From an optimization exercise on the open Yosys and OpenROAD flow, aimed at small area and a short achievable clock period; shortcuts taken in it are not production practice.
Where RTL was checked, it was by simulation tests only, not by an equivalence proof against the original.
No driver is modelled on the clock port, so clocking that relies on it looks cheaper here than on a real chip.
Power figures rest on the tool's default switching activity, not on a simulated workload.

==> flow/design.v (excerpt) <==
module daq_core (
    input  logic        BUS_CLK,
    input  logic        BUS_RST,
    input  logic [15:0] bus_add,
    input  logic [7:0]  bus_wr_data,
    output logic [7:0]  bus_rd_data,
    input  logic        bus_rd,
    input  logic        bus_wr,
    input  logic        trig_in,
    input  logic        inj_loop_in,
    input  logic        hitor_in,
    output logic        inj_pulse,
    output logic        resetb_ext,
    output logic [4:0]  led,
    input  logic        arb_ready,
    output logic        arb_write,
    output logic [31:0] arb_data
);
Size in the first run: ~610 flip-flops, ~80 I/O pins.
Settings: LEC_CHECK=0, CAP_MARGIN=20, CORE_MARGIN=2, CORE_UTILIZATION=65, CTS_CLUSTER_DIAMETER=80, CTS_CLUSTER_SIZE=30, SETUP_SLACK_MARGIN=1.4, SLEW_MARGIN=20; clock period 3.0 ns.
standard.sh (not shown) runs the stock make flow with config.mk's settings and CLKGATE_MAP_FILE= SYNTH_SCRIPT=/design/flow/synth_recipe.tcl, a recipe that flattens the netlist after the stock synthesis.
==> flow/flow/run.sh <==
#!/bin/bash
set -euo pipefail
export OWN_FLOW_DIR="$PWD/flow"
export CTS_ARGS="-sink_clustering_enable -repair_clock_nets -sink_clustering_size 30 -sink_clustering_max_diameter 80 -dont_use_dummy_load"
export BUFFER_PORTS_ARGS="-buffer_cell sky130_fd_sc_hd__buf_2"
export POST_GLOBAL_ROUTE_TCL="$OWN_FLOW_DIR/post_grt.tcl"
export POST_CTS_TCL="$OWN_FLOW_DIR/post_cts.tcl"
export DS_LOCAL_MARGIN=1.37
export DS_GLOBAL_MARGIN=1.40
bash standard.sh > standard_flow.log 2>&1
==> flow/flow/downsize.tcl <==
# Area recovery that keeps timing: swap each cell for the smallest cell of its own
# family (same name up to the drive-strength suffix) that keeps the slack of every
# pin of the cell at or above DS_LOCAL ns and the design's worst slack at or above
# its value before the pass (or DS_GLOBAL ns if that is lower), with no new max-slew
# or max-capacitance violation and the worst hold slack kept above 0.05 ns (or its
# value before the pass if lower). Clock-tree cells, tap and filler cells are left alone.
if {![info exists ::ds_est]} { set ::ds_est {estimate_parasitics -global_routing} }
proc ds_run {local_margin global_margin} {
  set dont_use {}
  if {[info exists ::env(DONT_USE_CELLS)]} { set dont_use $::env(DONT_USE_CELLS) }
  set wns0 [expr {[sta::worst_slack_cmd max] * 1e9}]
  set gmin [expr {min($wns0, $global_margin)}]
  set hold0 [expr {[sta::worst_slack_cmd min] * 1e9}]
  set hmin [expr {min($hold0, 0.05)}]
  set slew0 [sta::max_slew_violation_count]
  set cap0 [sta::max_capacitance_violation_count]
  # family -> list of {area libcell}
  array set fam {}
  foreach lc [get_lib_cells sky130_fd_sc_hd__*] {
    set n [get_name $lc]
    if {[lsearch -exact $dont_use $n] >= 0} continue
    if {![regexp {^(.*)_([0-9]+)$} $n -> base drv]} continue
    lappend fam($base) [list [get_property $lc area] $n]
  }
  foreach b [array names fam] { set fam($b) [lsort -real -index 0 $fam($b)] }
  set saved 0.0
  set swaps 0
  foreach inst [get_cells *] {
    set ref [get_property $inst ref_name]
    if {![regexp {^(.*)_([0-9]+)$} $ref -> base drv]} continue
    if {[string match "*clkbuf*" $ref] || [string match "*clkinv*" $ref] || [string match "*tap*" $ref] || [string match "*fill*" $ref] || [string match "*decap*" $ref] || [string match "*conb*" $ref]} continue
    if {![info exists fam($base)]} continue
    set iname [get_full_name $inst]
    if {[string match "clk*" $iname]} continue
    set a0 [get_property [get_lib_cells $ref] area]
    foreach cand $fam($base) {
      lassign $cand a n
      if {$a >= $a0} break
      replace_cell $inst $n
      eval $::ds_est
      set ok 1
      foreach p [get_pins -of_objects $inst] {
        set s [get_property $p slack_max]
        if {$s ne "" && $s < $local_margin} { set ok 0; break }
      }
      if {$ok && [sta::worst_slack_cmd max] * 1e9 < $gmin} { set ok 0 }
      if {$ok && [sta::worst_slack_cmd min] * 1e9 < $hmin} { set ok 0 }
      if {$ok && ([sta::max_slew_violation_count] > $slew0 || [sta::max_capacitance_violation_count] > $cap0)} { set ok 0 }
      if {$ok} {
        set saved [expr {$saved + $a0 - $a}]
        incr swaps
        break
      }
      replace_cell $inst $ref
      eval $::ds_est
    }
  }
  puts "downsize: $swaps cells, [format %.1f $saved] um2 saved, worst slack [format %.3f [expr {[sta::worst_slack_cmd max]*1e9}]] (was [format %.3f $wns0]), worst hold slack [format %.3f [expr {[sta::worst_slack_cmd min]*1e9}]], slew/cap violations [sta::max_slew_violation_count]/[sta::max_capacitance_violation_count]"
}
==> flow/flow/post_cts.tcl <==
# Hook run by ORFS's cts.tcl after its timing repair (POST_CTS_TCL): take out repair
# buffers that timing no longer needs, then downsize (placement parasitics).
source $::env(OWN_FLOW_DIR)/unbuffer.tcl
source $::env(OWN_FLOW_DIR)/downsize.tcl
ub_run $::env(DS_LOCAL_MARGIN) {estimate_parasitics -placement}
set ::ds_est {estimate_parasitics -placement}
ds_run $::env(DS_LOCAL_MARGIN) $::env(DS_GLOBAL_MARGIN)
report_design_area
==> flow/flow/post_grt.tcl <==
# Hook run by ORFS's global_route.tcl after its timing repair (POST_GLOBAL_ROUTE_TCL):
# recover area on cells with slack to spare, then reroute the touched nets and
# rewrite the route guides for detailed routing.
source $::env(OWN_FLOW_DIR)/downsize.tcl
set ::ds_est {estimate_parasitics -global_routing}
global_route -start_incremental
ds_run $::env(DS_LOCAL_MARGIN) $::env(DS_GLOBAL_MARGIN)
global_route -end_incremental
estimate_parasitics -global_routing
report_worst_slack
report_design_area
write_guides $::env(RESULTS_DIR)/route.guide
==> flow/flow/unbuffer.tcl <==
# Remove timing-repair buffers that are no longer needed: a buffer (not a port or
# clock buffer) is taken out, its loads moved to its input net, when every former
# load pin keeps at least the given setup slack, the worst setup slack does not drop,
# the worst hold slack stays above 0.05 ns (or its value before, if lower), and no
# new max-slew or max-capacitance violation appears. Otherwise the buffer is put back.
proc ub_run {local_margin est_cmd} {
  set block [ord::get_db_block]
  set wns0 [expr {[sta::worst_slack_cmd max] * 1e9}]
  set hold0 [expr {[sta::worst_slack_cmd min] * 1e9}]
  set hmin [expr {min($hold0, 0.05)}]
  set slew0 [sta::max_slew_violation_count]
  set cap0 [sta::max_capacitance_violation_count]
  set removed 0
  set saved 0.0
  foreach inst [$block getInsts] {
    set master [$inst getMaster]
    set mname [$master getName]
    if {![regexp {^sky130_fd_sc_hd__buf_[0-9]+$} $mname]} continue
    set iname [$inst getName]
    if {[string match "input*" $iname] || [string match "output*" $iname] || [string match "clk*" $iname]} continue
    set a [$inst findITerm A]
    set x [$inst findITerm X]
    set in_net [$a getNet]
    set out_net [$x getNet]
    if {$in_net eq "NULL" || $out_net eq "NULL"} continue
    if {[llength [$out_net getBTerms]] > 0} continue
    if {[$in_net getSigType] ne "SIGNAL" || [$out_net getSigType] ne "SIGNAL"} continue
    set loads {}
    foreach it [$out_net getITerms] {
      if {[$it getInst] ne $inst} { lappend loads $it }
    }
    set area [expr {[$master getWidth] * [$master getHeight] / 1e6}]
    foreach it $loads { $it disconnect; $it connect $in_net }
    $a disconnect
    $x disconnect
    eval $est_cmd
    set ok 1
    foreach it $loads {
      set s [get_property [get_pins [$it getName]] slack_max]
      if {$s ne "" && $s < $local_margin} { set ok 0; break }
    }
    if {$ok && [sta::worst_slack_cmd max] * 1e9 < $wns0 - 1e-4} { set ok 0 }
    if {$ok && [sta::worst_slack_cmd min] * 1e9 < $hmin} { set ok 0 }
    if {$ok && ([sta::max_slew_violation_count] > $slew0 || [sta::max_capacitance_violation_count] > $cap0)} { set ok 0 }
    if {$ok} {
      odb::dbInst_destroy $inst
      odb::dbNet_destroy $out_net
      incr removed
      set saved [expr {$saved + $area}]
    } else {
      foreach it $loads { $it disconnect; $it connect $out_net }
      $a connect $in_net
      $x connect $out_net
      eval $est_cmd
    }
  }
  puts "unbuffer: $removed buffers removed, [format %.1f $saved] um2 saved, worst slack [format %.3f [expr {[sta::worst_slack_cmd max]*1e9}]] (was [format %.3f $wns0])"
}
Next try:
==> flow/flow/post_cts.tcl (replaced) <==
# Hook run by ORFS's cts.tcl after its timing repair (POST_CTS_TCL): take out repair
# buffers that timing no longer needs (placement parasitics).
source $::env(OWN_FLOW_DIR)/unbuffer.tcl
ub_run $::env(DS_LOCAL_MARGIN) {estimate_parasitics -placement}
report_design_area
What happened: Hold slack hardly moves. Final area barely changes. Final cell count barely changes. Critical path depth goes up by 6. Total power barely changes. Routed wire length came out higher by 0.58%. Setup slack is about the same.
Next try:
--- a/flow/flow/downsize.tcl
+++ b/flow/flow/downsize.tcl
@@ -10,2 +10,3 @@
   if {[info exists ::env(DONT_USE_CELLS)]} { set dont_use $::env(DONT_USE_CELLS) }
+  eval $::ds_est
   set wns0 [expr {[sta::worst_slack_cmd max] * 1e9}]
==> flow/flow/post_cts.tcl (replaced) <==
# Hook run by ORFS's cts.tcl after its timing repair (POST_CTS_TCL): take out repair
# buffers that timing no longer needs, then downsize (placement parasitics).
source $::env(OWN_FLOW_DIR)/unbuffer.tcl
source $::env(OWN_FLOW_DIR)/downsize.tcl
ub_run $::env(DS_LOCAL_MARGIN) {estimate_parasitics -placement}
set ::ds_est {estimate_parasitics -placement}
ds_run $::env(DS_LOCAL_MARGIN) $::env(DS_GLOBAL_MARGIN)
report_design_area
--- a/flow/flow/unbuffer.tcl
+++ b/flow/flow/unbuffer.tcl
@@ -7,2 +7,3 @@
   set block [ord::get_db_block]
+  eval $est_cmd
   set wns0 [expr {[sta::worst_slack_cmd max] * 1e9}]
Effect: The changed run ran to the end with no violations; sequential cell count is unchanged; final cell count drops by 0.66%; first-iteration DRC count drops by 1.4%; register-to-register slack stays flat; hold slack stays flat; utilization drops by 0.55 points.
Next try:
--- a/flow/flow/run.sh
+++ b/flow/flow/run.sh
@@ -7,3 +7,3 @@
 export POST_CTS_TCL="$OWN_FLOW_DIR/post_cts.tcl"
-export DS_LOCAL_MARGIN=1.37
+export DS_LOCAL_MARGIN=1.39
 export DS_GLOBAL_MARGIN=1.40
==> flow/flow/post_cts.tcl (replaced) <==
# Hook run by ORFS's cts.tcl after its timing repair (POST_CTS_TCL): take out repair
# buffers that timing no longer needs (placement parasitics).
source $::env(OWN_FLOW_DIR)/unbuffer.tcl
ub_run $::env(DS_LOCAL_MARGIN) {estimate_parasitics -placement}
report_design_area
=> Final cell count hardly moves. Design area increases by 0.70%. Total power barely changes. Fmax shrinks by 1.3%. Via count drops by 0.91%. Count of clock-buffer cells in the layout stays the same. Global-route usage barely changes. Core utilization climbs by 0.52 points.
Next try:
--- a/flow/flow/run.sh
+++ b/flow/flow/run.sh
@@ -7,3 +7,3 @@
 export POST_CTS_TCL="$OWN_FLOW_DIR/post_cts.tcl"
-export DS_LOCAL_MARGIN=1.39
+export DS_LOCAL_MARGIN=1.37
 export DS_GLOBAL_MARGIN=1.40
=>
- global-route usage does not change
- clock-buffer cell count does not change
- clock power hardly moves
- via count stays flat
- utilization shrinks by 0.30 points

---

Starting RTL as in the previous note.
export LEC_CHECK = 0
export ABC_CLOCK_PERIOD_IN_PS = 1500
export CAP_MARGIN = 20
export CORE_MARGIN = 2
export CORE_UTILIZATION = 60
export CTS_CLUSTER_DIAMETER = 80
export CTS_CLUSTER_SIZE = 30
export SETUP_SLACK_MARGIN = 1.4
export SLEW_MARGIN = 20
create_clock -name core_clock -period 3.0 [get_ports {BUS_CLK}]
run.sh (not shown) runs the stock make flow with config.mk's settings and CLKGATE_MAP_FILE= SYNTH_SCRIPT=/design/flow/synth_recipe.tcl, a recipe that flattens the netlist after the stock synthesis.
Stock flow here: none of the scripts above is used.
Next try:
- CORE_UTILIZATION: 60 -> 65
- SETUP_SLACK_MARGIN: 1.4 -> 1.35
The new run went through all stages and came out clean.
Clock skew barely changes.
Wire length went down by about 2.3%.
Non-clock buffer count is higher by 4.
Power is lower by about 6%.
Sequential cell count is unchanged.
Final cell count came out lower by 2.9%.
Fmax shrinks by 2.1%.
Clock-buffer cell count climbs by 4.
Next try:
==> flow/flow/run.sh (new file) <==
#!/bin/bash
set -euo pipefail
export CTS_ARGS="-sink_clustering_enable -repair_clock_nets -sink_clustering_size 30 -sink_clustering_max_diameter 80 -dont_use_dummy_load"
export BUFFER_PORTS_ARGS="-buffer_cell sky130_fd_sc_hd__buf_2"
bash standard.sh > standard_flow.log 2>&1
==> flow/standard.sh (new file) <==
#!/bin/bash
# synth_recipe.tcl (not shown) runs the flow's synth.tcl, then flattens the netlist and writes it again
# the make line also repeats each setting of config.mk as NAME=value (left out here)
make -C /OpenROAD-flow-scripts/flow DESIGN_CONFIG=/design/flow/config.mk WORK_HOME=/design/flow/orfs CLKGATE_MAP_FILE= SYNTH_SCRIPT=/design/flow/synth_recipe.tcl "${@:-finish}"
- ABC_CLOCK_PERIOD_IN_PS: 1500 -> default
- SETUP_SLACK_MARGIN: 1.35 -> 1.3
removed: flow/run.sh
Effect: First-iteration DRC count is higher by 13%. Setup slack degrades by 0.040 ns. Register-to-register slack got worse by 0.04 ns. Sequential power is about the same. Sequential share of layout area came out higher by 2.5 points. Combinational power falls by 26%. Utilization drops by 3.0 points.
Next try:
- SETUP_SLACK_MARGIN: 1.3 -> 1.4
What happened: The changed run completed without violations; maximum frequency rises by 5.2%; routed wire length rises by 5.8%; synthesized cell count stays the same; die area stays the same.

---

== the baseline ==
Another version of the RTL of daq_core (not shown whole).
For scale: about 1500 cells after synthesis, about 80 I/O pins, about 23000 µm² of cells after synthesis.
// daq_core
module daq_core (
    input  logic        BUS_CLK,
    input  logic        BUS_RST,
    input  logic [15:0] bus_add,
    input  logic [7:0]  bus_wr_data,
    output logic [7:0]  bus_rd_data,
    input  logic        bus_rd,
    input  logic        bus_wr,
    input  logic        trig_in,
    input  logic        inj_loop_in,
    input  logic        hitor_in,
    output logic        inj_pulse,
    output logic        resetb_ext,
    output logic [4:0]  led,
    input  logic        arb_ready,
    output logic        arb_write,
    output logic [31:0] arb_data
);
    localparam int D = 8;
    localparam int W = 28;
    logic [W-1:0]   ts_now;
    logic [1:0]     src_empty;
    logic [1:0]     src_read;
    logic [D-1:0]   head0, head1;
    logic [D*W-1:0] mem0, mem1;
    logic [8-1:0] offset;
    logic       sys_rd, sys_wr, pulse_wr, ts_inj_wr, ts_hor_wr;
    logic [7:0] sys_rdata, pulse_rdata, ts_inj_rdata, ts_hor_rdata;
    assign offset = bus_add[8-1:0];
    bus_decoder bus_decoder0 (
        .BUS_CLK      (BUS_CLK),
        .BUS_RST      (BUS_RST),
        .bus_add      (bus_add),
        .bus_rd       (bus_rd),
        .bus_wr       (bus_wr),
        .bus_rd_data  (bus_rd_data),
        .sys_rd       (sys_rd),
        .sys_wr       (sys_wr),
        .sys_rdata    (sys_rdata),
        .pulse_wr     (pulse_wr),
        .pulse_rdata  (pulse_rdata),
        .ts_inj_wr    (ts_inj_wr),
        .ts_inj_rdata (ts_inj_rdata),
        .ts_hor_wr    (ts_hor_wr),
        .ts_hor_rdata (ts_hor_rdata)
    );
    system_regs system_regs0 (
        .BUS_CLK     (BUS_CLK),
        .BUS_RST     (BUS_RST),
        .regs_rd     (sys_rd),
        .regs_wr     (sys_wr),
        .regs_offset (offset),
        .regs_wdata  (bus_wr_data),
        .regs_rdata  (sys_rdata),
        .ts_now      (ts_now),
        .resetb_ext  (resetb_ext),
        .led         (led)
    );
    pulse_gen pulse_inj (
  ...
clock: 3.0 ns
lec_check: 0
abc_clock_period_in_ps: 1500
cap_margin: 20
core_margin: 2
core_utilization: 40
setup_slack_margin: 1.3
slew_margin: 20
Stock flow here: none of the scripts above is used.
The baseline: all stages done; final checks FAILED (negative setup slack).
Input-level comparison between the candidate and the baseline:
- CTS_CLUSTER_SIZE: unset -> 25
- CORE_UTILIZATION: 40 -> 60
## What came out
- The layout from the candidate, despite a flow that completed every stage, fails the layout checks, with the failing checks listed as negative setup slack.
- There was hardly any difference in power between the baseline and the candidate.
- Diff the baseline -> the candidate: share of the cycle needed by the critical path after routing fell by 0.52 points; wire length fell by 1600 µm; number of signal-net buffers in the layout fell by 4.2%; initial cell density of the core rose by 20 points.
- Delta (the candidate minus the baseline): final setup TNS picked up an extra 72 ps; via count of the routed design neither gained nor lost much; number of cells in the finished layout apart from fillers lost 10%.
No functional check of the RTL was part of any run of this note.

port drivers added, routing unchanged:
Ports are ideal in the flow. The routed layouts listed here were re-timed in OpenROAD.
Step 1 (the two cells are an assumption about what drives the block):
set clk [get_ports {BUS_CLK}]
set_driving_cell -lib_cell sky130_fd_sc_hd__clkbuf_16 $clk
set_driving_cell -lib_cell sky130_fd_sc_hd__buf_2 [delete_from_list [all_inputs] $clk]
Step 2 also shifts input and output timing later by t, the mid clock arrival at the registers, as if the neighbouring blocks saw the same clock.
Three values: no drivers, after step 1, after step 2; two values: the first two.
run	t, ns	setup WS [ns]	pins driven straight from the clock port
the first run of note 1	0.615	1.326 / 1.271 / 0.790	1
the second run of note 1	0.619	1.323 / 1.268 / 0.807	1
the third run of note 1	0.618	1.315 / 1.270 / 0.797	1
the fourth run of note 1	0.617	1.293 / 1.270 / 0.806	1
the fifth run of note 1	0.615	1.301 / 1.274 / 0.824	1
the first run of note 2	0.619	1.312 / 1.262 / 0.765	1
the second run of note 2	0.636	1.276 / 1.257 / 0.774	1
the third run of note 2	0.617	1.236 / 1.236 / 0.751	1
the fourth run of note 2	0.616	1.324 / 1.269 / 0.807	1
the baseline	0.677	-1.677 / -1.677 / -1.677	1
the candidate	0.659	-1.661 / -1.662 / -1.662	1
For the first run of note 2, which loses most, drivers alone change the setup slack by -0.050 ns; drivers and shift together by -0.547 ns.
